From an optimization exercise on the open Yosys and OpenROAD flow, aimed at a short achievable clock period; shortcuts taken in it are not production practice. In this exercise RTL edits were held to simulation tests only and were not proved equivalent to the original. Power and IR drop assume default switching activity.

**config.mk**
```make
export PLATFORM = sky130hd
export DESIGN_NAME = icache_assoc
export DESIGN_NICKNAME = icache_assoc
export VERILOG_FILES = /design/flow/design.v
export SDC_FILE = /design/flow/constraint.sdc
export NUM_CORES = 4
export LEC_CHECK = 0
export CAP_MARGIN = 20
export CORE_MARGIN = 2
export CORE_UTILIZATION = 52
export SETUP_SLACK_MARGIN = 3.5
export SLEW_MARGIN = 20
```
**constraint.sdc**
```tcl
create_clock -name core_clock -period 7.0 [get_ports {CLK}]
set_input_delay 1.4000 -clock core_clock [delete_from_list [all_inputs] [get_ports {CLK}]]
set_output_delay 1.4000 -clock core_clock [all_outputs]
set_load 0.01 [all_outputs]
```
**design.v**
```verilog
module icache_assoc #(
  parameter int SETS        = 8,
  parameter int WAYS        = 2,
  parameter int BLOCK_WORDS = 2
) (
  input  logic        CLK,
  input  logic        RST,
  input  logic        imemREN,
  input  logic [31:0] imemaddr,
  input  logic        dmemREN,
  input  logic        dmemWEN,
  input  logic        iflush,
  output logic        ihit,
  output logic [31:0] imemload,
  output logic        iREN,
  output logic [31:0] iaddr,
  input  logic        iwait,
  input  logic [31:0] iload,
  output logic [31:0] hit_count,
  output logic [31:0] miss_count
);
  localparam int BO = $clog2(BLOCK_WORDS);
  localparam int IW = $clog2(SETS);
  localparam int TW = 30 - BO - IW;
  localparam int WW = (WAYS > 1) ? $clog2(WAYS) : 1;
  localparam int CW = (BO > 0) ? BO : 1;
  localparam logic [31:0]   OFF_MASK  = 32'(BLOCK_WORDS * 4 - 1);
  localparam logic [CW-1:0] LAST_WORD = CW'(BLOCK_WORDS - 1);
  typedef enum logic {S_LOOKUP = 1'b0, S_FILL = 1'b1} state_t;
  state_t state_q, state_d;
  logic [31:0]     data_mem [SETS][WAYS][BLOCK_WORDS];
  logic [TW-1:0]   tag_mem  [SETS][WAYS];
  logic [SETS-1:0][WAYS-1:0] valid_q, valid_d;
  logic [SETS-1:0][WW-1:0]   ptr_q, ptr_d;
  logic [31:0]   fill_addr_q, fill_addr_d;
  logic [WW-1:0] victim_q, victim_d;
  logic [CW-1:0] word_cnt_q, word_cnt_d;
  logic [31:0]   hit_count_q, hit_count_d;
  logic [31:0]   miss_count_q, miss_count_d;
  logic [IW-1:0] req_idx;
  logic [TW-1:0] req_tag;
  logic [CW-1:0] req_off;
  logic [IW-1:0] fill_idx;
  logic [TW-1:0] fill_tag;
  logic          unused_addr_bits;
  assign req_idx          = imemaddr[BO+2 +: IW];
  assign req_tag          = imemaddr[31 -: TW];
  assign fill_idx         = fill_addr_q[BO+2 +: IW];
  assign fill_tag         = fill_addr_q[31 -: TW];
  assign unused_addr_bits = ^imemaddr[1:0];
  generate
    if (BO > 0) begin : g_off
      assign req_off = imemaddr[2 +: CW];
    end else begin : g_no_off
      assign req_off = '0;
    end
  endgenerate
  logic dmem_busy, lookup_ok, lookup_hit, miss_start, word_take, fill_last, fill_done;
  logic [SETS-1:0] set_sel;
  logic [SETS-1:0][WAYS-1:0] sw_match;
  logic [WAYS-1:0] way_match;
  always_comb begin
    for (int s = 0; s < SETS; s++) begin
      set_sel[s] = (req_idx == IW'(s));
      for (int w = 0; w < WAYS; w++)
        sw_match[s][w] = valid_q[s][w] && (tag_mem[s][w] == req_tag);
    end
    for (int w = 0; w < WAYS; w++) begin
      way_match[w] = 1'b0;
      for (int s = 0; s < SETS; s++)
        way_match[w] = way_match[w] | (set_sel[s] & sw_match[s][w]);
    end
  end
  logic [SETS-1:0][WAYS-1:0][31:0] sw_word;
  always_comb begin
    for (int s = 0; s < SETS; s++)
      for (int w = 0; w < WAYS; w++)
        sw_word[s][w] = data_mem[s][w][req_off] & {32{lookup_ok}};
  end
  logic [WW-1:0] victim_sel;
  always_comb begin
    victim_sel = ptr_q[req_idx];
    for (int w = WAYS - 1; w >= 0; w--)
      if (!valid_q[req_idx][w]) victim_sel = WW'(w);
  end
  assign dmem_busy  = dmemREN | dmemWEN;
  assign lookup_ok  = (state_q == S_LOOKUP) && imemREN && !dmem_busy;
  assign lookup_hit = lookup_ok && (|way_match);
  assign miss_start = lookup_ok && !(|way_match) && !iflush;
  assign word_take  = (state_q == S_FILL) && !iwait;
  assign fill_last  = word_take && (word_cnt_q == LAST_WORD);
  assign fill_done  = fill_last && !iflush;
  logic [SETS-1:0][WAYS-1:0] sw_hit;
  always_comb begin
    for (int s = 0; s < SETS; s++)
      for (int w = 0; w < WAYS; w++)
        sw_hit[s][w] = set_sel[s] & sw_match[s][w];
  end
  always_ff @(posedge CLK or posedge RST) begin
    if (RST) state_q <= S_LOOKUP;
    else     state_q <= state_d;
  end
  always_comb begin
    state_d = state_q;
    case (state_q)
      S_LOOKUP: if (miss_start) state_d = S_FILL;
      S_FILL:   if (iflush || fill_last) state_d = S_LOOKUP;
    endcase
  end
  always_comb begin
    ihit     = lookup_hit;
    imemload = '0;
    for (int s = 0; s < SETS; s++)
      for (int w = 0; w < WAYS; w++)
        imemload = imemload | ({32{sw_hit[s][w]}} & sw_word[s][w]);
    iREN     = (state_q == S_FILL);
    iaddr    = (state_q == S_FILL) ? (fill_addr_q | (32'(word_cnt_q) << 2)) : 32'd0;
  end
  always_comb begin
    valid_d      = valid_q;
    ptr_d        = ptr_q;
    fill_addr_d  = fill_addr_q;
    victim_d     = victim_q;
    word_cnt_d   = word_cnt_q;
    hit_count_d  = hit_count_q;
    miss_count_d = miss_count_q;
    if (state_q == S_LOOKUP) begin
      fill_addr_d = imemaddr & ~OFF_MASK;
      victim_d    = victim_sel;
      word_cnt_d  = '0;
    end
    if (state_q == S_FILL) valid_d[fill_idx][victim_q] = 1'b0;
    if (word_take) word_cnt_d = word_cnt_q + 1'b1;
    if (fill_done) begin
      valid_d[fill_idx][victim_q] = 1'b1;
      ptr_d[fill_idx] = (WAYS > 1) ? ptr_q[fill_idx] + 1'b1 : '0;
    end
    if (iflush) begin
      for (int s = 0; s < SETS; s++) begin
        valid_d[s] = '0;
        ptr_d[s]   = '0;
      end
    end
    if (lookup_hit && (hit_count_q != 32'hFFFF_FFFF)) hit_count_d = hit_count_q + 32'd1;
    if (miss_start && (miss_count_q != 32'hFFFF_FFFF)) miss_count_d = miss_count_q + 32'd1;
  end
  always_ff @(posedge CLK or posedge RST) begin
    if (RST) begin
      for (int s = 0; s < SETS; s++) begin
        valid_q[s] <= '0;
        ptr_q[s]   <= '0;
      end
      fill_addr_q  <= '0;
      victim_q     <= '0;
      word_cnt_q   <= '0;
      hit_count_q  <= '0;
      miss_count_q <= '0;
    end else begin
      valid_q      <= valid_d;
      ptr_q        <= ptr_d;
      fill_addr_q  <= fill_addr_d;
      victim_q     <= victim_d;
      word_cnt_q   <= word_cnt_d;
      hit_count_q  <= hit_count_d;
      miss_count_q <= miss_count_d;
    end
  end
  always_ff @(posedge CLK) begin
    if (word_take) data_mem[fill_idx][victim_q][word_cnt_q] <= iload;
    if (fill_done) tag_mem[fill_idx][victim_q] <= fill_tag;
  end
  assign hit_count  = hit_count_q;
  assign miss_count = miss_count_q;
endmodule
```
**run.sh**
```bash
#!/bin/bash
# synth_recipe.tcl (not shown) runs the flow's synth.tcl, then flattens the netlist and writes it again
# the make line also repeats each setting of config.mk as NAME=value (left out here)
make -C /OpenROAD-flow-scripts/flow DESIGN_CONFIG=/design/flow/config.mk WORK_HOME=/design/flow/orfs CLKGATE_MAP_FILE= SYNTH_SCRIPT=/design/flow/synth_recipe.tcl finish
```
==> impl_metrics.json, run 1 <==
{
  "reg2reg_slack_ns": 3.82,
  "ys_types": 61,
  "holdWs_ns": 0.499,
  "wirelength_um": 223000,
  "io_pins": 201,
  "area_growth_pct": 31.7,
  "grtUsageMet3_pct": 7.63,
  "detail_route.first_pass.iterations": 6,
  "worstHoldStart": "miss_count_q[16]$_DFFE_PP0P_",
  "globalplace.congestion": 0.885,
  "cts_tree": "yes",
  "synth_seq_cells": 1560,
  "grt_pass1_vias": 38000,
  "drive_gt1_share_pct": 31.0,
  "relSlewSlack_pct": 23.1,
  "placed_area_um2": 70000,
  "final_area_um2": 84100,
  "syn_inst": 3905,
  "min_period_over_period_pct": 75.3,
  "power_leakage_nw": 29.8,
  "synthArstFlopShare_pct": 7.69,
  "vias_per_cell": 6.38,
  "die_x_um": 354,
  "antenna_found_initial": 14,
  "ir_worst_vdd_v": 0.000251,
  "crit_slowest_cell": "nor4_2",
  "rsz0062_at_grt": "true",
  "synth_xor_area_share_pct": 6.57,
  "endpoint_kind": "primary output",
  "fmax_mhz": 190,
  "clockRootBuffer": "clkbuf_16",
  "rr_endpoint": "valid_q[10]$_DFF_PP0_",
  "nets": 4715,
  "status": "finished clean",
  "cap_violations": 0,
  "hold_viol": 0,
  "critPathRequiredTime_ns": 5.60,
  "ctsLongestPathBuffers": 3,
  "finish.utilization_pct": 69.1,
  "synth-edff-count": 1440,
  "clkSlewWorstSetupHoldPaths_ns": 0.05,
  "worstSetupPathType": "in2out",
  "r2r-start": "fill_addr_q[3]$_DFFE_PP0N_",
  "die_height_um": 354,
  "yosysSeqAreaShare_pct": 72.4,
  "slowest_delay_ns": 0.38,
  "cts_hold_buf": 0,
  "avgSynthCellArea_um2": 16.3,
  "grt_use_total_pct": 34.5,
  "pwr_density_cell_nw_per_um2": 243,
  "cp_max_fo": 7,
  "synth_top_family_by_area": "multiplexers",
  "synth-simple-area-share_pct": 6.42,
  "antenna_left": 0,
  "worstMarginPinSlew_ns": 1.15,
  "synth_compound_area_share_pct": 3.68,
  "grt_pass1_wl_um": 299000,
  "core-area_um2": 122000,
  "critPathTopFamily": "buffers and inverters",
  "io_buffers": 196,
  "total_power_mw": 20.4,
  "drc_errors": 0,
  "reg2reg_depth": 10,
  "synthMuxAreaShare_pct": 8.73,
  "final_max_slew_viol_count": 0,
  "clkSinkCount": 1560,
  "cts_made_buffers": 160,
  "cts.htree.levels": 4,
  "setup_violations": 0,
  "initialDrtViolationCount": 5997,
  "cp.arrival_ns": 3.87,
  "cp_num_buf_inv": 7,
  "wl_per_cell_um": 34.9,
  "fp-row-count": 128,
  "insertion_delay_ns": 0.79,
  "dieArea_um2": 126000,
  "worstHoldEndpoint": "miss_count_q[16]$_DFFE_PP0P_",
  "top_usage_layer": "met1",
  "grtUsageMet1_pct": 51.3,
  "initial_core_util_pct": 52.4,
  "met2_usage_pct": 50.7,
  "finalSetupTns_ns": 0,
  "path_common_cell": "buf_12",
  "period_minus_slack_ns": 5.27,
  "grt_max_degree": 74,
  "dp_hpwl_um": 108000,
  "min_path_cells": 1,
  "hold_path_class": "reg2reg",
  "grt-ovfl-total": 0,
  "vias": 40800,
  "skew_ns": 0.0217,
  "mappedNetlistArea_um2": 63800,
  "start_kind": "primary input",
  "synth_ff_type": "edfxtp_1",
  "crit_chain": "buf_12 -> buf_16 -> buf_6 -> xnor2_2 -> nand4_1 -> nor4_2 -> nand2_2 -> buf_12 -> buf_12 -> buf_16 -> o22ai_1 -> nor3_2 -> a31oi_4 -> buf_2",
  "yosysWarnings": 1,
  "synthAdderAreaFrac_pct": 0.235
}
[kinds of logic after synthesis]
| kind of cell | Yosys count |
|---|---|
| fa+ha+maj | 12 |
| flops | 1560 |
| mux | 550 |
| compound gates | 336 |
| simple gates | 755 |
| buf+inv | 212 |
| xor+xnor | 479 |
| other cells | 1 |
[sequential cells by signal, summed over array words and instances (netlist names), 8 cells and up]
register	flops
data_mem	1024
fill_addr_q	29
tag_mem	416
miss_count_q	32
hit_count_q	32
valid_q	16
ptr_q	8
[worst register-to-register path: stages (launching register included)]
cell	delay (ns)
dfrtp_1	0.48
buf_4	0.42
inv_1	0.27
ha_1	0.28
nor2b_1	0.14
ha_1	0.20
a2111oi_0	0.49
and2_1	0.42
nand2_1	0.10
a22oi_1	0.20
nor2_1	0.06
[where the power goes]
part	switching, mW	internal [mW]
sequential	0.0343	10.2
clock	3.65	5.14
combinational	0.823	0.541
[synth_stat cells, types with 10 or more instances]
| master | n | area, um2 |
|---|---|---|
| clkbuf_1 | 116 | 435 |
| xor2_1 | 23 | 201 |
| o22a_1 | 32 | 280 |
| and2_1 | 36 | 225 |
| o221ai_1 | 32 | 280 |
| buf_4 | 10 | 75.1 |
| ha_1 | 12 | 150 |
| nand3_1 | 44 | 220 |
| nand4_1 | 232 | 1450 |
| and3_1 | 20 | 125 |
| a22oi_1 | 20 | 150 |
| mux2i_1 | 516 | 5160 |
| nor3_1 | 86 | 430 |
| nand2_1 | 97 | 364 |
| xnor2_1 | 456 | 3990 |
| nor4_1 | 43 | 269 |
| inv_1 | 19 | 71.3 |
| buf_6 | 45 | 507 |
| a31oi_1 | 33 | 206 |
| o22ai_1 | 192 | 1200 |
| edfxtp_1 | 1440 | 43200 |
| nor2_1 | 147 | 552 |
| dfrtp_1 | 120 | 3000 |
| mux2_2 | 31 | 349 |
[worst max path at each step]
| stage | slack, ns | from | depth (start not counted) | end |
|---|---|---|---|---|
| 3_5_place_dp | 0.39 | imemaddr[11] | 11 | imemload[12] |
| 6_report | 1.73 | imemaddr[16] | 14 | imemload[12] |
| 5_1_grt | 1.69 | imemaddr[25] | 15 | imemload[0] |
| 4_1_cts | 1.75 | imemaddr[10] | 14 | imemload[31] |
| 3_3_place_gp | 0.43 | imemaddr[11] | 11 | imemload[12] |
| 2_1_floorplan | 2.41 | iwait | 4 | data_mem[19][0]$_DFFE_PP_ |
[area by class of cell]
type                    count  area [um2]
inverters                  20        78.8
fillers                  7992       37600
diodes                      1        2.50
multi-input cells        2138       21100
repair buffers            752        9250
clock buffers             202        4330
flip-flops and latches   1560       46300
well taps                1625        2030
clock inverters            96        1050
[metrics by stage]
| stage | setup slack (ns) | instances |
|---|---|---|
| after floorplan | 2.41 | 3906 |
| after global placement | 0.429 | 5707 |
| after detailed placement | 0.394 | 5711 |
| after CTS | 1.75 | 6283 |
| after global routing | 1.69 | 6394 |
| final | 1.73 | 6394 |
[metal layers]
| layer | wire, um | vias to the layer above |
|---|---|---|
| li1 | - | 16800 |
| met3 | 27200 | 411 |
| met2 | 98800 | 2667 |
| met1 | 88600 | 20900 |
| met5 | 197 | - |
| met4 | 8280 | 6 |
[cell usage in the layout (no fill, tap or decap), types with 97 or more instances in the layout]
| master | netlist | layout |
|---|---|---|
| mux2i_1 | 516 | 516 |
| edfxtp_1 | 1440 | 1440 |
| buf_4 | 10 | 295 |
| nand4_1 | 232 | 232 |
| xnor2_2 | 0 | 180 |
| clkbuf_16 | 0 | 172 |
| dfrtp_1 | 120 | 113 |
| o22ai_1 | 192 | 97 |
| xnor2_1 | 456 | 216 |
| buf_12 | 0 | 146 |
[timing repair]
action,CTS,global route
gates resized for setup,753,260
setup buffers,237,102
pin swaps,148,147
gates cloned,37,8
setup endpoints to repair,438,349
==> run 2, diff against run 1 <==
==> flow/run.sh (new file) <==
#!/bin/bash
set -euo pipefail
here=$(pwd)
bash standard.sh "GLOBAL_PLACEMENT_ARGS=-timing_driven_net_weight_max 8 -timing_driven_nets_percentage 5" finish > "$here/standard.log" 2>&1
==> standard.sh (new file) <==
#!/bin/bash
# synth_recipe.tcl (not shown) runs the flow's synth.tcl, then flattens the netlist and writes it again
# the make line also repeats each setting of config.mk as NAME=value (left out here)
make -C /OpenROAD-flow-scripts/flow DESIGN_CONFIG=/design/flow/config.mk WORK_HOME=/design/flow/orfs CLKGATE_MAP_FILE= SYNTH_SCRIPT=/design/flow/synth_recipe.tcl "${@:-finish}"
--- a/config.mk
+++ b/config.mk
@@ -9,3 +9,3 @@
 export CORE_MARGIN = 2
-export CORE_UTILIZATION = 52
+export CORE_UTILIZATION = 40
 export SETUP_SLACK_MARGIN = 3.5
removed: run.sh
==> run 2 against run 1 <==
Non-clock buffer count decreased by 84. Fmax is 0.46% lower. Clock power down 2%. Worst setup slack lost 0.024 ns. Utilization down 16 points. Critical path depth fell by 3. Power shrank 1.2%. Flip-flop and latch count unchanged. Area after synthesis unchanged. Hold slack worse by 0.0029 ns. Sequential power about the same. Critical endpoint is now imemload[13]. Largest power group unchanged.
==> impl_metrics.json, run 2 <==
{
  "status": "finished clean",
  "start_kind": "primary input",
  "grt_pass1_vias": 38300,
  "synthArstFlopShare_pct": 7.69,
  "clkSinkCount": 1560,
  "drive_gt1_share_pct": 30.0,
  "synth-edff-count": 1440,
  "synth_top_area_share_pct": 67.7,
  "cts_hold_buf": 0,
  "period_minus_slack_ns": 5.29,
  "wirelength_um": 222000,
  "clkPwrFrac_pct": 42.6,
  "slowest_delay_ns": 0.34,
  "largest_reg_flops": 1024,
  "intPower_mw": 15.6,
  "vias": 40400,
  "p_switching_mw": 4.60,
  "synthTopCellsByCount": "1,440 x edfxtp_1, 516 x mux2i_1, 456 x xnor2_1",
  "dieArea_um2": 163000,
  "finalSetupTns_ns": 0,
  "fillCellCount": 12500,
  "final_common_cell": "edfxtp_1",
  "die_x_um": 403,
  "worstMarginPinSlew_ns": 1.16,
  "detail_route.first_pass.iterations": 6,
  "p_sw_share_pct": 22.8,
  "p_seq_share_pct": 50.9,
  "setup_violations": 0,
  "mappedNetlistArea_um2": 63800,
  "antenna_left": 0,
  "grt_pass1_wl_um": 299000,
  "placed_area_um2": 70700,
  "dp_hpwl_um": 110000,
  "min_period_over_period_pct": 75.6,
  "fmax_mhz": 189,
  "grt_max_degree": 75,
  "biggestRegsByFlops": "data_mem x1024, tag_mem x416",
  "synth_ff_type": "edfxtp_1",
  "rsz0062_at_grt": "true",
  "core-area_um2": 158000,
  "cts.htree.levels": 4,
  "initialDrtViolationCount": 5042,
  "pwr_density_cell_nw_per_um2": 242,
  "synth.area.top_cells": "edfxtp_1 68%, mux2i_1 8.1%, xnor2_1 6.3%",
  "fin_ws_ns": 1.71,
  "most-common-layout-cells": "1,440 x edfxtp_1, 516 x mux2i_1, 266 x buf_4, 245 x xnor2_1, 232 x nand4_1",
  "die_height_um": 403,
  "power_frac_comb_pct": 6.5,
  "io_buffers": 196,
  "skew_ns": 0.0641,
  "stdcell_count": 6770,
  "ctsLongestPathBuffers": 3,
  "dp_slack_ns": 0.337,
  "placedCellCount": 6175,
  "yosysWarnings": 1,
  "clkSlewWorstSetupHoldPaths_ns": 0.06,
  "yosysSeqAreaShare_pct": 72.4,
  "fp-row-count": 146,
  "power_leakage_nw": 29.0,
  "wl_per_cell_um": 32.9,
  "clockRootBuffer": "clkbuf_16",
  "multi_input_area_um2": 21100,
  "crit_chain": "buf_6 -> buf_12 -> xnor2_1 -> nand4_1 -> nor4_2 -> nand2_2 -> buf_12 -> o22ai_1 -> nor2_1 -> a31oi_4 -> buf_6",
  "area_growth_pct": 30.8,
  "cts_made_buffers": 165,
  "cts_tree": "yes",
  "ys_types": 61,
  "vias_per_cell": 5.97,
  "drc_errors": 0,
  "total_power_mw": 20.2,
  "crit_slowest_cell": "nor4_2",
  "antenna_found_initial": 12,
  "synth_seq_cells": 1560,
  "yosysMostFrequentCell": "edfxtp_1",
  "initial_core_util_pct": 40.3,
  "relSlewSlack_pct": 22.6,
  "finish.utilization_pct": 52.7,
  "worstSetupPathType": "in2out",
  "yosys.area.top_type": "edfxtp_1",
  "final_max_slew_viol_count": 0,
  "regMostFlops": "data_mem",
  "grt_use_total_pct": 26.3,
  "critPathRequiredTime_ns": 5.60,
  "io_pins": 201,
  "cp_max_fo": 33,
  "ir_worst_vdd_v": 0.000269,
  "avgSynthCellArea_um2": 16.3,
  "syn_inst": 3905,
  "insertion_delay_ns": 0.83,
  "hold_path_class": "reg2reg",
  "grt-ovfl-total": 0,
  "final_area_um2": 83500,
  "seq_area_um2": 46200,
  "endpoint_kind": "primary output",
  "cap_violations": 0,
  "globalplace.congestion": 0.886,
  "nets": 4639,
  "hold_viol": 0,
  "cp.arrival_ns": 3.89,
  "holdWs_ns": 0.496
}
==> run 2: routing by layer <==
metal	global-route usage, %	part of all wire (%)	wire length [um]	vias to the layer above
li1	-	-	-	16600
met1	35.1	39	86400	21000
met2	41.9	46	103000	2253
met3	5.72	10	22600	527
met4	10.8	4.5	10100	10
met5	0	0.028	62	-
==> run 2: kinds of logic (layout without fill, tap and decap cells) <==
logic type,count (synthesis),count (layout),share of synthesized area [%]
mux,550,550,8.73
fa+ha+maj,12,12,0.235
simple gates,755,762,6.42
buf+inv,212,990,1.91
xor+xnor,479,479,6.57
flops,1560,1560,72.4
compound gates,336,336,3.68
other cells,1,9,0.00587
==> run 2: critical path, delay by kind of cell <==
kind | cells | cell delay [ns]
AOI/OAI and AO/OA | 2 | 0.65
xor gates and xnor gates | 1 | 0.26
buffers and inverters | 4 | 0.64
and+or+nand+nor | 4 | 0.74
==> run 2: layout make-up <==
class,instances,share of cell area [%]
diodes,7,0.0210
clock buffers,209,5.23
clock inverters,93,1.09
inverters,20,0.0944
multi-input cells,2141,25.3
flip-flops and latches,1560,55.4
well taps,2072,3.11
repair buffers,668,9.80
==> run 2: power groups by stage <==
stage          registers, mW  clock network (mW)  logic, mW
2_1_floorplan           10.5                   0      0.552
3_3_place_gp            10.5                   0       1.03
3_5_place_dp            10.5                   0       1.03
4_1_cts                 10.3                8.68       1.23
5_1_grt                 10.3                9.05       1.35
6_report                10.3                8.59       1.31
==> run 2: worst paths after layout <==
path | startpoint | end | slack, ns | depth (start not counted)
min in group asynchronous | RST | miss_count_q[20]$_DFFE_PP0P_ | 1.06 | 2
hold / removal | miss_count_q[5]$_DFFE_PP0P_ | miss_count_q[5]$_DFFE_PP0P_ | 0.50 | 1
max in group asynchronous | RST | miss_count_q[22]$_DFFE_PP0P_ | 4.77 | 3
setup / recovery | imemaddr[16] | imemload[13] | 1.71 | 11
hold reg to reg | miss_count_q[5]$_DFFE_PP0P_ | miss_count_q[5]$_DFFE_PP0P_ | 0.50 | 1
setup reg to reg | fill_addr_q[4]$_DFFE_PP0N_ | data_mem[17][26]$_DFFE_PP_ | 3.92 | 5
==> run 2: repair_timing <==
action / in CTS / in global routing
setup endpoints to repair: 438 / 273
gates resized for setup: 800 / 239
setup buffers: 172 / 64
pin swaps: 149 / 118
cloned: 37 / 12
==> run 3, diff against run 2 <==
==> run.sh (new file) <==
#!/bin/bash
# synth_recipe.tcl (not shown) runs the flow's synth.tcl, then flattens the netlist and writes it again
# the make line also repeats each setting of config.mk as NAME=value (left out here)
make -C /OpenROAD-flow-scripts/flow DESIGN_CONFIG=/design/flow/config.mk WORK_HOME=/design/flow/orfs CLKGATE_MAP_FILE= SYNTH_SCRIPT=/design/flow/synth_recipe.tcl finish
--- a/config.mk
+++ b/config.mk
@@ -7,3 +7,3 @@
 export LEC_CHECK = 0
-export CAP_MARGIN = 20
+export CAP_MARGIN = 10
 export CORE_MARGIN = 2
@@ -11,2 +11,2 @@
 export SETUP_SLACK_MARGIN = 3.5
-export SLEW_MARGIN = 20
+export SLEW_MARGIN = 10
removed: flow/run.sh
removed: standard.sh
==> run 3 against run 2 <==
Still clean on timing, DRC and antenna. Utilization shrank 0.22 points. Register-to-register slack got worse by 0.05 ns. Sequential power barely moved. Area after synthesis unchanged. Clock-buffer cell count increased by 12. Via count up 0.13%. Die area unchanged. Critical path type unchanged.
==> impl_metrics.json, run 3 <==
{
  "status": "finished clean",
  "dp_hpwl_um": 107000,
  "core-area_um2": 158000,
  "clkSlewWorstSetupHoldPaths_ns": 0.06,
  "wirelength_um": 225000,
  "hold_viol": 0,
  "regMostFlops": "data_mem",
  "period_minus_slack_ns": 5.29,
  "synthTopCellsByCount": "1,440 x edfxtp_1, 516 x mux2i_1, 456 x xnor2_1",
  "mappedNetlistArea_um2": 63800,
  "critPathRequiredTime_ns": 5.60,
  "cts_made_buffers": 162,
  "synth_seq_cells": 1560,
  "worstSetupPathType": "in2out",
  "antenna_left": 0,
  "dp_slack_ns": 0.451,
  "yosysWarnings": 1,
  "final_max_slew_viol_count": 0,
  "setup_violations": 0,
  "placed_area_um2": 70500,
  "initialDrtViolationCount": 5052,
  "antenna_found_initial": 8,
  "fp-row-count": 146,
  "synth-simple-area-share_pct": 6.42,
  "total_power_mw": 19.8,
  "endpoint_kind": "primary output",
  "ir_worst_vdd_v": 0.000262,
  "grt-ovfl-total": 0,
  "ys_types": 61,
  "grt_pass1_vias": 38400,
  "io_pins": 201,
  "die_height_um": 403,
  "wl_per_cell_um": 33.1,
  "relSlewSlack_pct": 20.1,
  "final_area_um2": 83100,
  "holdWs_ns": 0.497,
  "worstMarginPinSlew_ns": 1.19,
  "yosys.area.top_type": "edfxtp_1",
  "yosysSeqAreaShare_pct": 72.4,
  "pwr_density_cell_nw_per_um2": 239,
  "detail_route.first_pass.iterations": 8,
  "area_growth_pct": 30.2,
  "cts.htree.levels": 4,
  "power_leakage_nw": 29.1,
  "synthAdderAreaFrac_pct": 0.235,
  "fmax_mhz": 189,
  "cts_hold_buf": 0,
  "initial_core_util_pct": 40.3,
  "rsz0062_at_grt": "true",
  "finalSetupTns_ns": 0,
  "syn_inst": 3905,
  "synth_compound_area_share_pct": 3.68,
  "insertion_delay_ns": 0.83,
  "synth_top_area_share_pct": 67.7,
  "drive_gt1_share_pct": 29.5,
  "synth_ff_type": "edfxtp_1",
  "cap_violations": 0,
  "vias_per_cell": 5.94,
  "synth_xor_area_share_pct": 6.57,
  "stdcell_count": 6805,
  "die_x_um": 403,
  "synth.area.top_cells": "edfxtp_1 68%, mux2i_1 8.1%, xnor2_1 6.3%",
  "synth-edff-count": 1440,
  "cts_tree": "yes",
  "start_kind": "primary input",
  "fillCellCount": 12500,
  "largest_reg_flops": 1024,
  "min_period_over_period_pct": 75.6,
  "drc_errors": 0,
  "grt_use_total_pct": 26.9,
  "clockRootBuffer": "clkbuf_16",
  "final_common_cell": "edfxtp_1",
  "placedCellCount": 6168,
  "vias": 40400,
  "ctsLongestPathBuffers": 3,
  "synthArstFlopShare_pct": 7.69,
  "nets": 4681,
  "most-common-layout-cells": "1,440 x edfxtp_1, 516 x mux2i_1, 290 x buf_4, 251 x xnor2_1, 232 x nand4_1",
  "hold_path_class": "reg2reg",
  "skew_ns": 0.0483,
  "cp_max_fo": 11,
  "io_buffers": 196,
  "finish.utilization_pct": 52.5,
  "clkSinkCount": 1560,
  "grt_pass1_wl_um": 305000,
  "grt_max_degree": 56,
  "avgSynthCellArea_um2": 16.3,
  "cp.arrival_ns": 3.89,
  "biggestRegsByFlops": "data_mem x1024, tag_mem x416",
  "synth_top_family_by_area": "multiplexers",
  "globalplace.congestion": 0.857,
  "dieArea_um2": 163000,
  "synthMuxAreaShare_pct": 8.73,
  "yosysMostFrequentCell": "edfxtp_1",
  "fin_ws_ns": 1.71
}
run 3: cell count changes in the layout (fill, tap and decap cells not counted), sizes merged:
cell | before | now
buf | 564 | 592
clkinv | 74 | 58
clkbuf | 215 | 227
clkdlybuf4s50 | 91 | 102
nor2 | 151 | 157
bufinv | 10 | 5
clkdlybuf4s15 | 3 | 0
diode | 7 | 4
inv | 25 | 28
bufbuf | 4 | 5
clkinvlp | 4 | 3
dlygate4sd2 | 0 | 1
nor3 | 89 | 90
run 3: critical path: stages:
cell and delay, ns:
buf_8 0.16, buf_4 0.20, xnor2_1 0.31, nand4_1 0.19, nor3_2 0.28, nand2_2 0.16
buf_12 0.20, buf_12 0.13, o22a_1 0.22, o221ai_4 0.08, nor3_2 0.07, a31oi_2 0.26
buf_2 0.19
run 3: path summary, 6_finish.rpt:
| check | slack, ns | start | cells after the start | endpoint |
|---|---|---|---|---|
| max in group asynchronous | 4.77 | RST | 3 | hit_count_q[27]$_DFFE_PP0P_ |
| min in group asynchronous | 1.08 | RST | 2 | fill_addr_q[28]$_DFFE_PP0N_ |
| setup reg to reg | 3.87 | state_q$_DFF_PP0_ | 6 | data_mem[24][20]$_DFFE_PP_ |
| hold reg to reg | 0.50 | hit_count_q[19]$_DFFE_PP0P_ | 1 | hit_count_q[19]$_DFFE_PP0P_ |
| setup / recovery | 1.71 | imemaddr[14] | 13 | imemload[31] |
| hold / removal | 0.50 | hit_count_q[19]$_DFFE_PP0P_ | 1 | hit_count_q[19]$_DFFE_PP0P_ |
run 3: kinds of logic (layout without fill, tap and decap cells):
| kind of cell | after synthesis | after routing |
|---|---|---|
| AO/OA/AOI/OAI | 336 | 336 |
| buffers and inverters | 212 | 1021 |
| AND/OR/NAND/NOR | 755 | 769 |
| flip-flops | 1560 | 1560 |
| XOR/XNOR | 479 | 479 |
| multiplexers | 550 | 550 |
| other | 1 | 6 |
| adder cells (fa/ha/maj) | 12 | 12 |
run 3: final cells by class:
cell class	instances	area (um2)	share of cell area, %
flip-flops and latches	1560	46300	55.6
multi-input cells	2148	20800	25.0
repair buffers	706	8370	10.1
clock buffers	221	4370	5.25
well taps	2072	2590	3.12
clock inverters	74	634	0.763
inverters	20	78.8	0.0948
diodes	4	10.0	0.0120
run 3: report_power, final:
group	internal (mW)	leakage, nW	switching, mW
Sequential	10.2	14.5	0.0336
Clock	4.58	2.43	3.67
Combinational	0.498	12.1	0.804
run 3: timing repair:
item	CTS	global route
endpoints found under the setup margin	453	508
gates cloned	41	9
pin swaps	143	121
hold endpoints to repair	0	0
setup buffers	212	76
resized for setup	753	221
run 3: metal layers:
metal  GRT usage, %  wire length [um]  up-vias
met4           10.7             11500        6
met5              0                34        -
met2           43.3            105000     2118
li1               -                 -    16700
met1           35.8             86800    21100
met3           5.52             21500      492
==> run 4, diff against run 3 <==
--- a/config.mk
+++ b/config.mk
@@ -7,6 +7,6 @@
 export LEC_CHECK = 0
-export CAP_MARGIN = 10
+export CAP_MARGIN = 20
 export CORE_MARGIN = 2
 export CORE_UTILIZATION = 40
-export SETUP_SLACK_MARGIN = 3.5
-export SLEW_MARGIN = 10
+export SETUP_SLACK_MARGIN = 5
+export SLEW_MARGIN = 20
==> run 4 against run 3 <==
Still clean. Clock-buffer cell count shrank 7. Area after synthesis is the same. Die area is the same. Utilization grew 5.4 points. Worst setup slack lost 0.037 ns. Critical endpoint is now imemload[12].
==> impl_metrics.json, run 4 <==
{
  "mappedNetlistArea_um2": 63800,
  "r2r-start": "state_q$_DFF_PP0_",
  "synth_ff_type": "edfxtp_1",
  "detail_route.first_pass.iterations": 8,
  "synthMuxAreaShare_pct": 8.73,
  "cp.arrival_ns": 3.93,
  "synth_seq_cells": 1560,
  "worstHoldEndpoint": "hit_count_q[1]$_DFFE_PP0P_",
  "most-common-layout-cells": "1,440 x edfxtp_1, 514 x mux2i_1, 318 x buf_4, 243 x buf_12, 232 x nand4_1",
  "cts_made_buffers": 168,
  "nets": 5072,
  "stdcell_count": 7200,
  "insertion_delay_ns": 0.86,
  "grt-ovfl-total": 0,
  "ir_worst_vdd_v": 0.000273,
  "worstMarginPinSlew_ns": 1.20,
  "seq_area_um2": 46300,
  "grt_max_degree": 60,
  "final_common_cell": "edfxtp_1",
  "status": "finished clean",
  "endpoint_kind": "primary output",
  "wirelength_um": 263000,
  "start_kind": "primary input",
  "largest_reg_flops": 1024,
  "min_period_over_period_pct": 76.2,
  "yosys.area.top_type": "edfxtp_1",
  "reg2reg_depth": 19,
  "setup_violations": 0,
  "dp_hpwl_um": 109000,
  "core-area_um2": 158000,
  "finish.utilization_pct": 57.9,
  "placedCellCount": 6148,
  "holdWs_ns": 0.543,
  "dieArea_um2": 163000,
  "cts_hold_buf": 0,
  "synth_top_area_share_pct": 67.7,
  "io_buffers": 196,
  "synth.area.top_cells": "edfxtp_1 68%, mux2i_1 8.1%, xnor2_1 6.3%",
  "dp_slack_ns": 0.452,
  "initial_core_util_pct": 40.3,
  "drc_errors": 0,
  "synth_compound_area_share_pct": 3.68,
  "grt_pass1_wl_um": 340000,
  "yosysMostFrequentCell": "edfxtp_1",
  "antenna_found_initial": 23,
  "clkSinkCount": 1560,
  "clkSlewWorstSetupHoldPaths_ns": 0.06,
  "rsz0062_at_grt": "true",
  "reg2reg_slack_ns": 3.95,
  "hold_path_class": "reg2reg",
  "yosysWarnings": 1,
  "vias": 44500,
  "multi_input_area_um2": 21900,
  "final_area_um2": 91700,
  "pwr_density_cell_nw_per_um2": 221,
  "wl_per_cell_um": 36.5,
  "total_power_mw": 20.3,
  "worstHoldStart": "hit_count_q[1]$_DFFE_PP0P_",
  "skew_ns": 0.0647,
  "fillCellCount": 11300,
  "avgSynthCellArea_um2": 16.3,
  "fp-row-count": 146,
  "grt_use_total_pct": 30.1,
  "initialDrtViolationCount": 6230,
  "regMostFlops": "data_mem",
  "rr_endpoint": "data_mem[19][12]$_DFFE_PP_",
  "hold_viol": 0,
  "placed_area_um2": 70800,
  "fin_ws_ns": 1.67,
  "synth-simple-area-share_pct": 6.42,
  "cp_max_fo": 33,
  "ys_types": 61,
  "vias_per_cell": 6.18,
  "yosysSeqAreaShare_pct": 72.4,
  "syn_inst": 3905,
  "die_height_um": 403,
  "power_leakage_nw": 32.9,
  "relSlewSlack_pct": 20.3,
  "fmax_mhz": 188,
  "cts.htree.levels": 4,
  "synth_top_family_by_area": "multiplexers",
  "finalSetupTns_ns": 0,
  "synthAdderAreaFrac_pct": 0.235,
  "area_growth_pct": 43.7,
  "biggestRegsByFlops": "data_mem x1024, tag_mem x416",
  "cts_tree": "yes",
  "ctsLongestPathBuffers": 3,
  "synthTopCellsByCount": "1,440 x edfxtp_1, 516 x mux2i_1, 456 x xnor2_1",
  "drive_gt1_share_pct": 39.4,
  "io_pins": 201,
  "antenna_left": 0,
  "min_path_cells": 1,
  "synth_xor_area_share_pct": 6.57,
  "cap_violations": 0,
  "final_max_slew_viol_count": 0,
  "globalplace.congestion": 0.878,
  "die_x_um": 403,
  "period_minus_slack_ns": 5.33,
  "synth-edff-count": 1440,
  "synthArstFlopShare_pct": 7.69,
  "worstSetupPathType": "in2out",
  "clockRootBuffer": "clkbuf_16",
  "grt_pass1_vias": 41800,
  "critPathRequiredTime_ns": 5.60
}
## run 4: cell counts after synthesis
No cell type changed its count.
## run 4: final cells by class
cell class	instances	share of cell area (%)
Timing Repair Buffer	1088	17.1
Antenna cell	8	0.0218
Clock buffer	214	4.85
Multi-Input combinational cell	2150	23.9
Clock inverter	87	0.784
Sequential cell	1560	50.4
Timing Repair inverter	1	0.00546
Tap cell	2072	2.83
Inverter	20	0.0968
## run 4: kinds of logic after synthesis
kind of cell / after synthesis
buf+inv: 212
flops: 1560
compound gates: 336
xor+xnor: 479
simple gates: 755
mux: 550
fa+ha+maj: 12
other cells: 1
## run 4: worst max-delay path by stage
stage                 startpoint      endpoint  slack (ns)  cells after the start
detailed placement  imemaddr[28]  imemload[20]        0.45                     11
floorplan           imemaddr[26]  imemload[10]        2.53                     11
finish               imemaddr[8]  imemload[12]        1.67                     13
global placement     imemaddr[4]  imemload[13]        0.45                      9
CTS                  imemaddr[7]  imemload[27]        1.85                     15
global route         imemaddr[8]  imemload[12]        1.67                     13
## run 4: metal layers
layer	GRT usage, %	vias up	routed length (um)
met3	7.42	959	33200
met5	0.0297	-	77
met1	38.8	22700	92400
li1	-	17600	-
met2	46.8	3285	118000
met4	16.9	12	19800
## run 4: what timing repair did
item	in CTS	in global routing
endpoints found under the setup margin	2474	1914
pin swaps	228	167
setup buffers	480	100
cloned	130	33
resized for setup	1668	290
## run 4: critical path, stage by stage
cell and delay [ns]:
buf_12 0.12, buf_16 0.13, buf_4 0.21, xnor2_2 0.18
nand4_1 0.15, nor4_2 0.31, nand2_2 0.12, buf_16 0.19
o22ai_2 0.30, nor3_2 0.08, a31oi_2 0.23, buf_6 0.18
buf_2 0.14
## run 4: power by group
part / total (mW) / switching, mW / internal, mW
clock network: 8.55 / 3.88 / 4.67
registers: 10.3 / 0.0262 / 10.2
logic: 1.48 / 0.888 / 0.594
total: 20.3 / 4.79 / 15.5
==> run 5, diff against run 4 <==
--- a/config.mk
+++ b/config.mk
@@ -10,3 +10,4 @@
 export CORE_UTILIZATION = 40
-export SETUP_SLACK_MARGIN = 5
+export GPL_ROUTABILITY_DRIVEN = 0
+export SETUP_SLACK_MARGIN = 3.5
 export SLEW_MARGIN = 20
==> run 5 against run 4 <==
Still clean. Die area unchanged. Via count is 8.2% lower. Fmax increased by 0.79%. Hold slack lost 0.053 ns. Cell count fell by 5.5%. Highest routed layer unchanged.
==> impl_metrics.json, run 5 <==
{
  "status": "finished clean",
  "insertion_delay_ns": 0.82,
  "finalSetupTns_ns": 0,
  "synth_top_family_by_area": "multiplexers",
  "die_x_um": 403,
  "min_period_over_period_pct": 75.6,
  "final_max_slew_viol_count": 0,
  "grt_use_total_pct": 27.0,
  "synthArstFlopShare_pct": 7.69,
  "setup_violations": 0,
  "grt-ovfl-total": 0,
  "die_height_um": 403,
  "antenna_found_initial": 10,
  "wl_per_cell_um": 33.3,
  "cts_made_buffers": 165,
  "start_kind": "primary input",
  "ys_types": 61,
  "synth-simple-area-share_pct": 6.42,
  "yosysMostFrequentCell": "edfxtp_1",
  "synthMuxAreaShare_pct": 8.73,
  "wirelength_um": 227000,
  "area_growth_pct": 32.1,
  "reg2reg_slack_ns": 3.44,
  "yosysSeqAreaShare_pct": 72.4,
  "worstSetupPathType": "in2out",
  "wl_met2_um": 107000,
  "synth_xor_area_share_pct": 6.57,
  "yosys.area.top_type": "edfxtp_1",
  "worstHoldStart": "hit_count_q[19]$_DFFE_PP0P_",
  "pwr_density_cell_nw_per_um2": 238,
  "vias": 40800,
  "antenna_left": 0,
  "vias_per_cell": 6.00,
  "relSlewSlack_pct": 17.0,
  "holdWs_ns": 0.490,
  "placedCellCount": 6173,
  "detail_route.first_pass.iterations": 5,
  "synth_ff_type": "edfxtp_1",
  "cts_hold_buf": 0,
  "io_buffers": 196,
  "placed_area_um2": 70600,
  "grt_pass1_vias": 38500,
  "largest_reg_flops": 1024,
  "mappedNetlistArea_um2": 63800,
  "skew_ns": 0.0502,
  "biggestRegsByFlops": "data_mem x1024, tag_mem x416",
  "grt_pass1_wl_um": 306000,
  "cp.arrival_ns": 3.89,
  "r2r-start": "state_q$_DFF_PP0_",
  "synth_top_area_share_pct": 67.7,
  "synth-edff-count": 1440,
  "synth.area.top_cells": "edfxtp_1 68%, mux2i_1 8.1%, xnor2_1 6.3%",
  "cap_violations": 0,
  "cts.htree.levels": 4,
  "drt-met1-wl_um": 86300,
  "drc_errors": 0,
  "critPathRequiredTime_ns": 5.60,
  "synthTopCellsByCount": "1,440 x edfxtp_1, 516 x mux2i_1, 456 x xnor2_1",
  "synth_compound_area_share_pct": 3.68,
  "cts_tree": "yes",
  "dp_hpwl_um": 108000,
  "clockRootBuffer": "clkbuf_16",
  "initial_core_util_pct": 40.3,
  "hold_viol": 0,
  "avgSynthCellArea_um2": 16.3,
  "period_minus_slack_ns": 5.29,
  "cp_max_fo": 10,
  "fp-row-count": 146,
  "initialDrtViolationCount": 5186,
  "ctsLongestPathBuffers": 3,
  "regMostFlops": "data_mem",
  "ir_worst_vdd_v": 0.000265,
  "io_pins": 201,
  "final_area_um2": 84300,
  "multi_input_area_um2": 21400,
  "endpoint_kind": "primary output",
  "seq_area_um2": 46200,
  "syn_inst": 3905,
  "wl_met3_um": 22100,
  "synthAdderAreaFrac_pct": 0.235,
  "clkSlewWorstSetupHoldPaths_ns": 0.06,
  "synth_seq_cells": 1560,
  "rsz0062_at_grt": "true",
  "dr.max_layer_used": "met5",
  "power_leakage_nw": 29.5,
  "stdcell_count": 6803,
  "yosysWarnings": 1,
  "reg2reg_depth": 10,
  "nets": 4682,
  "most-common-layout-cells": "1,440 x edfxtp_1, 516 x mux2i_1, 285 x buf_4, 232 x nand4_1, 229 x xnor2_1",
  "worstHoldEndpoint": "hit_count_q[19]$_DFFE_PP0P_",
  "worstMarginPinSlew_ns": 1.25,
  "clkSinkCount": 1560,
  "dieArea_um2": 163000,
  "min_path_cells": 1,
  "fmax_mhz": 189,
  "drive_gt1_share_pct": 31.2,
  "grt_max_degree": 56,
  "fillCellCount": 12400,
  "core-area_um2": 158000,
  "hold_path_class": "reg2reg",
  "rr_endpoint": "data_mem[24][21]$_DFFE_PP_",
  "final_common_cell": "edfxtp_1"
}
==> run 5: where the power goes <==
| part | switching (mW) | internal [mW] |
|---|---|---|
| Combinational | 0.830 | 0.545 |
| Sequential | 0.0335 | 10.2 |
| Clock | 3.69 | 4.74 |
| Total | 4.55 | 15.5 |
==> run 5: routing by layer <==
layer / vias up / track usage [%]
met5: - / 0
met4: 8 / 11.4
met3: 548 / 5.70
met2: 2274 / 43.4
met1: 21300 / 35.8
li1: 16700 / -
==> run 5: metrics by stage <==
step	total power, mW	setup WS (ns)	util, %
floorplan	11.0	2.41	-
detailed placement	11.5	0.433	44.6
global route	20.6	1.64	53.2
CTS	20.1	1.91	51.9
finish	20.1	1.71	53.2
global placement	11.5	0.485	44.5
==> run 5: logic make-up (layout without fill, tap and decap cells) <==
group,count (synthesis),in the layout
mux,550,550
simple gates,755,764
buf+inv,212,1026
compound gates,336,336
flops,1560,1560
xor+xnor,479,479
fa+ha+maj,12,12
other cells,1,4
==> run 5: worst max-delay path by stage <==
stage / start / end / depth (start not counted)
detailed placement: imemaddr[3] / imemload[7] / 11
global route: imemaddr[28] / imemload[11] / 15
floorplan: iwait / data_mem[19][0]$_DFFE_PP_ / 4
global placement: imemaddr[3] / imemload[13] / 11
finish: imemaddr[18] / imemload[10] / 12
CTS: imemaddr[17] / imemload[10] / 13
==> run 5: what timing repair did <==
action,4_1_cts,5_1_grt
cloned,51,9
resized for setup,928,207
endpoints found under the setup margin,403,425
hold endpoints to repair,0,0
pin swaps,175,113
setup buffers,191,80
==> run 5: layout make-up <==
cell class              instances  share of cell area [%]
diodes                          2                 0.00594
clock buffers                 211                    5.25
clock inverters                86                   0.876
inverters                      20                  0.0935
multi-input cells            2143                    25.4
flip-flops and latches       1560                    54.9
well taps                    2072                    3.08
repair buffers                709                    10.5
==> run 5: critical path, cell delays in order <==
cell and delay, ns:
buf_12 0.15, buf_4 0.18, xnor2_2 0.18, nand4_1 0.26, nor4_4 0.41, nand2_4 0.13, buf_12 0.19, buf_16 0.18
o22ai_4 0.20, nor2_4 0.06, a31oi_4 0.31, buf_2 0.20
==> run 6, diff against run 5 <==
--- a/config.mk
+++ b/config.mk
@@ -9,4 +9,4 @@
 export CORE_MARGIN = 2
-export CORE_UTILIZATION = 40
-export GPL_ROUTABILITY_DRIVEN = 0
+export CORE_UTILIZATION = 35
+export PLACE_DENSITY = 0.65
 export SETUP_SLACK_MARGIN = 3.5
==> run 6 against run 5 <==
Utilization shrank 7.2 points. Synthesized cell count is the same. Critical endpoint is now imemload[22]. Sequential power is essentially flat. Still clean. First-iteration DRC count shrank 3.0%. Combinational power shrank 8%. Clock skew shrank 0.015 ns.
==> impl_metrics.json, run 6 <==
{
  "power_leakage_nw": 28.7,
  "antenna_left": 0,
  "final_common_cell": "edfxtp_1",
  "ys_types": 61,
  "placedCellCount": 6464,
  "power_frac_comb_pct": 6.4,
  "worstMarginPinSlew_ns": 1.14,
  "synthTopCellsByCount": "1,440 x edfxtp_1, 516 x mux2i_1, 456 x xnor2_1",
  "avgSynthCellArea_um2": 16.3,
  "area_growth_pct": 30.4,
  "dieArea_um2": 186000,
  "antenna_found_initial": 9,
  "most-common-layout-cells": "1,440 x edfxtp_1, 516 x mux2i_1, 265 x buf_4, 261 x xnor2_1, 232 x nand4_1",
  "grt_use_total_pct": 23.4,
  "multi_input_area_um2": 20900,
  "cap_violations": 0,
  "grt-ovfl-total": 0,
  "grt_pass1_vias": 39100,
  "pwr_density_cell_nw_per_um2": 238,
  "stdcell_count": 7050,
  "ctsLongestPathBuffers": 3,
  "synth_ff_type": "edfxtp_1",
  "start_kind": "primary input",
  "core-area_um2": 181000,
  "grt_pass1_wl_um": 305000,
  "synth.area.top_cells": "edfxtp_1 68%, mux2i_1 8.1%, xnor2_1 6.3%",
  "cp_num_buf_inv": 7,
  "period_minus_slack_ns": 5.28,
  "endpoint_kind": "primary output",
  "hold_path_class": "reg2reg",
  "die_x_um": 431,
  "syn_inst": 3905,
  "clockRootBuffer": "clkbuf_16",
  "p_seq_share_pct": 51.9,
  "die_height_um": 431,
  "cp.arrival_ns": 3.88,
  "min_period_over_period_pct": 75.4,
  "setup_violations": 0,
  "yosysWarnings": 1,
  "critPathTopFamily": "buffers and inverters",
  "biggestRegsByFlops": "data_mem x1024, tag_mem x416",
  "vias_per_cell": 5.79,
  "relSlewSlack_pct": 23.5,
  "yosysSeqAreaShare_pct": 72.4,
  "total_power_mw": 19.8,
  "wl_per_cell_um": 31.9,
  "holdWs_ns": 0.490,
  "rsz0062_at_grt": "true",
  "io_buffers": 196,
  "largest_reg_flops": 1024,
  "fmax_mhz": 189,
  "worstSetupPathType": "in2out",
  "final_max_slew_viol_count": 0,
  "crit_slowest_cell": "a31oi_4",
  "finalSetupTns_ns": 0,
  "clkSlewWorstSetupHoldPaths_ns": 0.06,
  "synth_seq_cells": 1560,
  "yosys.area.top_type": "edfxtp_1",
  "yosysMostFrequentCell": "edfxtp_1",
  "cp_max_fo": 16,
  "status": "finished clean",
  "regMostFlops": "data_mem",
  "slowest_delay_ns": 0.30,
  "nets": 4627,
  "io_pins": 201,
  "skew_ns": 0.0350,
  "synth-edff-count": 1440,
  "p_switching_mw": 4.45,
  "crit_chain": "buf_12 -> buf_12 -> buf_4 -> xnor2_2 -> nand4_1 -> nor4_2 -> nand2_2 -> buf_12 -> buf_4 -> buf_16 -> o22ai_1 -> nor2_2 -> a31oi_4 -> buf_6",
  "initialDrtViolationCount": 5029,
  "dp_hpwl_um": 108000,
  "insertion_delay_ns": 0.83,
  "wirelength_um": 225000,
  "cts_tree": "yes",
  "path_common_cell": "buf_12",
  "globalplace.congestion": 0.905,
  "p_sw_share_pct": 22.5,
  "grt_max_degree": 64,
  "mappedNetlistArea_um2": 63800,
  "drive_gt1_share_pct": 28.8,
  "ir_worst_vdd_v": 0.000190,
  "synth_top_area_share_pct": 67.7,
  "critPathRequiredTime_ns": 5.60,
  "cts_made_buffers": 155,
  "cts_hold_buf": 0,
  "fp-row-count": 156,
  "cts.htree.levels": 4,
  "detail_route.first_pass.iterations": 8,
  "intPower_mw": 15.3,
  "clkSinkCount": 1560,
  "clkPwrFrac_pct": 41.7,
  "initial_core_util_pct": 35.3,
  "vias": 40800,
  "seq_area_um2": 46300,
  "fillCellCount": 14900,
  "hold_viol": 0,
  "drc_errors": 0,
  "synthArstFlopShare_pct": 7.69
}
==> run 6: power groups by stage <==
stage / sequential [mW] / clock [mW] / combinational, mW
after floorplan: 10.5 / 0 / 0.552
after global placement: 10.5 / 0 / 0.974
after detailed placement: 10.5 / 0 / 0.985
after CTS: 10.3 / 8.29 / 1.20
after global routing: 10.3 / 8.65 / 1.30
final: 10.3 / 8.25 / 1.27
==> run 6: routing by layer <==
layer	share of wire [%]	vias up	track usage (%)	routed length, um
li1	-	16600	-	-
met3	10	671	4.98	23200
met1	36	21000	28.9	80500
met5	0.010	-	0	23
met4	6.8	4	13.9	15400
met2	47	2594	37.9	105000
==> run 6: layout make-up <==
| type | instances | share of cell area [%] |
|---|---|---|
| clock buffer | 198 | 4.98 |
| clock inverter | 89 | 0.995 |
| multi-input combinational | 2145 | 25.1 |
| tap | 2370 | 3.56 |
| inverter | 20 | 0.0947 |
| sequential | 1560 | 55.6 |
| antenna | 6 | 0.0180 |
| timing repair buffer | 662 | 9.62 |
==> run 6: metrics by stage <==
step / setup WS, ns / cell area (um2) / utilization [%]
2_1_floorplan: 2.41 / 65600 / -
3_3_place_gp: 0.264 / 70800 / 39.1
3_5_place_dp: 0.236 / 70900 / 39.2
4_1_cts: 1.80 / 81900 / 45.3
5_1_grt: 1.68 / 83200 / 46.0
6_report: 1.72 / 83200 / 46.0
==> run 6: final timing paths <==
check / from / endpoint / slack [ns] / depth (start not counted)
setup / recovery: imemaddr[9] / imemload[22] / 1.72 / 14
hold / removal: hit_count_q[17]$_DFFE_PP0P_ / hit_count_q[17]$_DFFE_PP0P_ / 0.49 / 1
setup reg to reg: fill_addr_q[3]$_DFFE_PP0N_ / valid_q[8]$_DFF_PP0_ / 3.90 / 9
hold reg to reg: hit_count_q[17]$_DFFE_PP0P_ / hit_count_q[17]$_DFFE_PP0P_ / 0.49 / 1
max in group asynchronous: RST / fill_addr_q[5]$_DFFE_PP0N_ / 4.59 / 3
min in group asynchronous: RST / miss_count_q[26]$_DFFE_PP0P_ / 1.08 / 2
==> run 6: logic make-up (layout without fill, tap and decap cells) <==
kind of cell             after synthesis  after routing  share of synthesized area [%]
multiplexers                         550            550                           8.73
XOR/XNOR                             479            479                           6.57
flip-flops                          1560           1560                           72.4
adder cells (fa/ha/maj)               12             12                          0.235
AND/OR/NAND/NOR                      755            766                           6.42
other                                  1              8                        0.00587
AO/OA/AOI/OAI                        336            336                           3.68
buffers and inverters                212            969                           1.91
==> run 6: worst reg2reg max path, stage by stage (launching register included) <==
cell	delay, ns
dfrtp_1	0.32
buf_4	0.37
inv_1	0.32
ha_1	0.31
nor2b_1	0.14
ha_1	0.20
a2111oi_0	0.47
nor2b_1	0.49
nand2_1	0.11
a32o_1	0.27
==> run 6: repair_timing <==
item                                    in CTS  in global routing
resized for setup                          819                145
buffers inserted                           206                 39
endpoints found under the setup margin    1002                523
pin swaps                                  206                 93
cloned                                      42                  6
==> run 7, diff against run 6 <==
==> flow/run.sh (new file) <==
#!/bin/bash
set -euo pipefail
here=$(pwd)
bash standard.sh PRE_IO_PLACEMENT_TCL="$here/flow/io.tcl" "GLOBAL_PLACEMENT_ARGS=-timing_driven_net_weight_max 8 -timing_driven_nets_percentage 5" finish > "$here/standard.log" 2>&1
==> flow/io.tcl (new file) <==
# Keep the fetch-path ports (fetch address and control in, hit and
# instruction word out) together on one stretch of the left edge, so the
# tag-compare cone sits next to both its inputs and its outputs.
set da [ord::get_die_area]
set mid [expr {([lindex $da 1] + [lindex $da 3]) / 2.0}]
set lo [expr {int($mid - 65)}]
set hi [expr {int($mid + 65)}]
set crit {ihit imemREN dmemREN dmemWEN}
for {set i 2} {$i < 32} {incr i} { lappend crit "imemaddr\[$i\]" }
for {set i 0} {$i < 32} {incr i} { lappend crit "imemload\[$i\]" }
set_io_pin_constraint -pin_names $crit -region "left:$lo-$hi"
==> standard.sh (new file) <==
#!/bin/bash
# synth_recipe.tcl (not shown) runs the flow's synth.tcl, then flattens the netlist and writes it again
# the make line also repeats each setting of config.mk as NAME=value (left out here)
make -C /OpenROAD-flow-scripts/flow DESIGN_CONFIG=/design/flow/config.mk WORK_HOME=/design/flow/orfs CLKGATE_MAP_FILE= SYNTH_SCRIPT=/design/flow/synth_recipe.tcl "${@:-finish}"
--- a/config.mk
+++ b/config.mk
@@ -9,4 +9,3 @@
 export CORE_MARGIN = 2
-export CORE_UTILIZATION = 35
-export PLACE_DENSITY = 0.65
+export CORE_UTILIZATION = 40
 export SETUP_SLACK_MARGIN = 3.5
removed: run.sh
==> run 7 against run 6 <==
Still clean on timing, DRC and antenna. Clock skew grew 0.024 ns. Global-route usage is 3.3 points higher. Critical path depth decreased by 1. Fmax decreased by 2.8%. Flip-flop and latch count is the same. Clock power shrank 0.7%. Worst setup slack got worse by 0.15 ns. Sequential share of layout area up 0.19 points. Combinational power shrank 4%. Cell area fell by 0.35%.
==> impl_metrics.json, run 7 <==
{
  "fmax_mhz": 184,
  "finalSetupTns_ns": 0,
  "globalplace.congestion": 0.885,
  "core-area_um2": 158000,
  "yosysWarnings": 1,
  "skew_ns": 0.0588,
  "synthMuxAreaShare_pct": 8.73,
  "cts.htree.levels": 4,
  "dieArea_um2": 163000,
  "initialDrtViolationCount": 5554,
  "vias": 40500,
  "final_common_cell": "edfxtp_1",
  "detail_route.first_pass.iterations": 6,
  "crit_slowest_cell": "o22a_1",
  "grt_pass1_vias": 37700,
  "crit_chain": "buf_4 -> buf_12 -> buf_12 -> xnor2_1 -> nand4_1 -> nor4_2 -> nand2_2 -> buf_12 -> o22a_1 -> o221ai_2 -> nor3_2 -> a31oi_4 -> buf_2",
  "final_max_slew_viol_count": 0,
  "yosys.area.top_type": "edfxtp_1",
  "biggestRegsByFlops": "data_mem x1024, tag_mem x416",
  "synth_top_area_share_pct": 67.7,
  "yosysSeqAreaShare_pct": 72.4,
  "critPathRequiredTime_ns": 5.60,
  "synth.area.top_cells": "edfxtp_1 68%, mux2i_1 8.1%, xnor2_1 6.3%",
  "hold_viol": 0,
  "power_leakage_nw": 28.8,
  "synth_ff_type": "edfxtp_1",
  "path_common_cell": "buf_12",
  "grt_use_total_pct": 26.7,
  "avgSynthCellArea_um2": 16.3,
  "largest_reg_flops": 1024,
  "die_height_um": 403,
  "cp.arrival_ns": 4.03,
  "cts_tree": "yes",
  "worstSetupPathType": "in2out",
  "synth_top_family_by_area": "multiplexers",
  "wl_met2_um": 100000,
  "start_kind": "primary input",
  "synth-simple-area-share_pct": 6.42,
  "grt_pass1_wl_um": 302000,
  "cp_max_fo": 33,
  "pwr_density_cell_nw_per_um2": 238,
  "synth_seq_cells": 1560,
  "synth_compound_area_share_pct": 3.68,
  "initial_core_util_pct": 40.3,
  "io_buffers": 196,
  "mappedNetlistArea_um2": 63800,
  "endpoint_kind": "primary output",
  "drc_errors": 0,
  "clkSinkCount": 1560,
  "syn_inst": 3905,
  "drt-met1-wl_um": 90000,
  "rsz0062_at_grt": "true",
  "synth-edff-count": 1440,
  "ctsLongestPathBuffers": 3,
  "synthAdderAreaFrac_pct": 0.235,
  "min_period_over_period_pct": 77.6,
  "area_growth_pct": 29.9,
  "drive_gt1_share_pct": 29.5,
  "synth_xor_area_share_pct": 6.57,
  "regMostFlops": "data_mem",
  "cts_made_buffers": 158,
  "yosysMostFrequentCell": "edfxtp_1",
  "worstMarginPinSlew_ns": 1.10,
  "cap_violations": 0,
  "slowest_delay_ns": 0.36,
  "grt-ovfl-total": 0,
  "synthTopCellsByCount": "1,440 x edfxtp_1, 516 x mux2i_1, 456 x xnor2_1",
  "insertion_delay_ns": 0.82,
  "setup_violations": 0,
  "status": "finished clean",
  "clkSlewWorstSetupHoldPaths_ns": 0.06,
  "cts_hold_buf": 0,
  "nets": 4614,
  "wl_met3_um": 26500,
  "antenna_found_initial": 19,
  "die_x_um": 403,
  "fp-row-count": 146,
  "ir_worst_vdd_v": 0.000260,
  "clockRootBuffer": "clkbuf_16",
  "wirelength_um": 226000,
  "grt_max_degree": 59,
  "dr.max_layer_used": "met5",
  "synthArstFlopShare_pct": 7.69,
  "vias_per_cell": 6.02,
  "ys_types": 61,
  "wl_per_cell_um": 33.5,
  "dp_hpwl_um": 115000,
  "most-common-layout-cells": "1,440 x edfxtp_1, 516 x mux2i_1, 257 x xnor2_1, 232 x nand4_1, 230 x buf_4",
  "io_pins": 201,
  "relSlewSlack_pct": 26.6,
  "period_minus_slack_ns": 5.43,
  "antenna_left": 0,
  "hold_path_class": "reg2reg",
  "finish.utilization_pct": 52.4
}
-- run 7: cell count changes in the layout (fill, tap and decap cells not counted), sizes merged, moves of 3 or more --
cell         before  now
buf             521  543
bufbuf            7    4
bufinv           11    8
clkbuf          201  219
clkinv           68   57
diode             6    2
dlygate4sd2      33    0
inv              25   29
nor2            156  150
-- run 7: worst paths after layout --
check / start / to / slack (ns) / cells after the start
worst max-delay path: imemaddr[15] / imemload[21] / 1.57 / 13
worst min-delay path: miss_count_q[8]$_DFFE_PP0P_ / miss_count_q[8]$_DFFE_PP0P_ / 0.50 / 1
worst max register to register: fill_addr_q[5]$_DFFE_PP0N_ / data_mem[18][31]$_DFFE_PP_ / 3.63 / 3
worst min register to register: miss_count_q[8]$_DFFE_PP0P_ / miss_count_q[8]$_DFFE_PP0P_ / 0.50 / 1
max in group asynchronous: RST / state_q$_DFF_PP0_ / 4.75 / 3
min in group asynchronous: RST / fill_addr_q[20]$_DFFE_PP0N_ / 1.08 / 2
-- run 7: worst max-delay path, delay by kind of cell --
kind	cells	cell delay [ns]
and+or+nand+nor	4	0.59
buffers and inverters	5	0.83
AOI/OAI and AO/OA	3	0.78
xor gates and xnor gates	1	0.19
-- run 7: repair_timing --
action                                  in CTS  in global routing
setup buffers                              139                 73
gates cloned                                34                 12
endpoints found under the setup margin     329                286
pin swaps                                  143                119
gates resized for setup                    824                263
-- run 7: routing by layer --
| metal | GRT usage [%] | up-vias |
|---|---|---|
| li1 | - | 16600 |
| met1 | 37.7 | 21100 |
| met2 | 39.9 | 2418 |
| met3 | 6.98 | 458 |
| met4 | 9.67 | 22 |
| met5 | 0 | - |
-- run 7: power by group --
part	switching [mW]	leakage, nW	internal (mW)	total, mW
registers	0.0740	14.5	10.2	10.3
clock network	3.64	2.40	4.55	8.19
logic	0.741	11.8	0.483	1.22
-- run 7: layout make-up --
type	count	area, um2
Tap cell	2072	2590
Clock inverter	80	748
Fill cell	12500	75400
Antenna cell	2	5.00
Inverter	20	78.8
Timing Repair Buffer	652	8170
Clock buffer	210	4200
Sequential cell	1560	46300
Multi-Input combinational cell	2139	20900
-- run 7: through the flow --
| stage | hold WS (ns) | power, mW | setup WS (ns) | std cells | instance area (um2) |
|---|---|---|---|---|---|
| 2_1_floorplan | 0.487 | 11.0 | 2.41 | 3906 | 65600 |
| 3_3_place_gp | 0.479 | 11.5 | 0.283 | 6177 | 70500 |
| 3_5_place_dp | 0.483 | 11.5 | 0.282 | 6183 | 70600 |
| 4_1_cts | 0.494 | 19.7 | 1.73 | 6646 | 80500 |
| 5_1_grt | 0.519 | 20.2 | 1.61 | 6735 | 82900 |
| 6_report | 0.498 | 19.7 | 1.57 | 6735 | 82900 |
-- run 7: kinds of logic after synthesis --
family                   after synthesis
AO/OA/AOI/OAI                        336
XOR/XNOR                             479
adder cells (fa/ha/maj)               12
buffers and inverters                212
flip-flops                          1560
multiplexers                         550
other                                  1
AND/OR/NAND/NOR                      755

afterwards: timing with drivers on the ports:
Ports are ideal in the flow. The routed layouts listed here were re-timed in OpenROAD.
Step 1 (the two cells are an assumption about what drives the block):
set clk [get_ports {CLK}]
set_driving_cell -lib_cell sky130_fd_sc_hd__clkbuf_16 $clk
set_driving_cell -lib_cell sky130_fd_sc_hd__buf_2 [delete_from_list [all_inputs] $clk]
Step 2 moves the port delays by t, midway between the first and last clock arrival at a register: inputs arrive t later, outputs are due t later. That takes back most of the time a late clock gives input paths.
a / b / c = no drivers / after step 1 / after step 2; a / b = the first two.
run	t (ns)	setup WS [ns]	worst setup path at the end
run 1	0.865	1.731 / 1.659 / 1.659	input to output
run 2	0.879	1.706 / 1.652 / 1.652	input to output
run 3	0.878	1.706 / 1.666 / 1.666	input to output
run 4	0.906	1.669 / 1.606 / 1.606	input to output
run 5	0.875	1.711 / 1.638 / 1.638	input to output
run 6	0.897	1.719 / 1.668 / 1.668	input to output
run 7	0.867	1.568 / 1.545 / 1.545	input to output
After both steps every run listed still meets setup and hold. The setup slack of run 5, which loses most, moves by -0.073 ns with the drivers and by -0.073 ns with both steps.
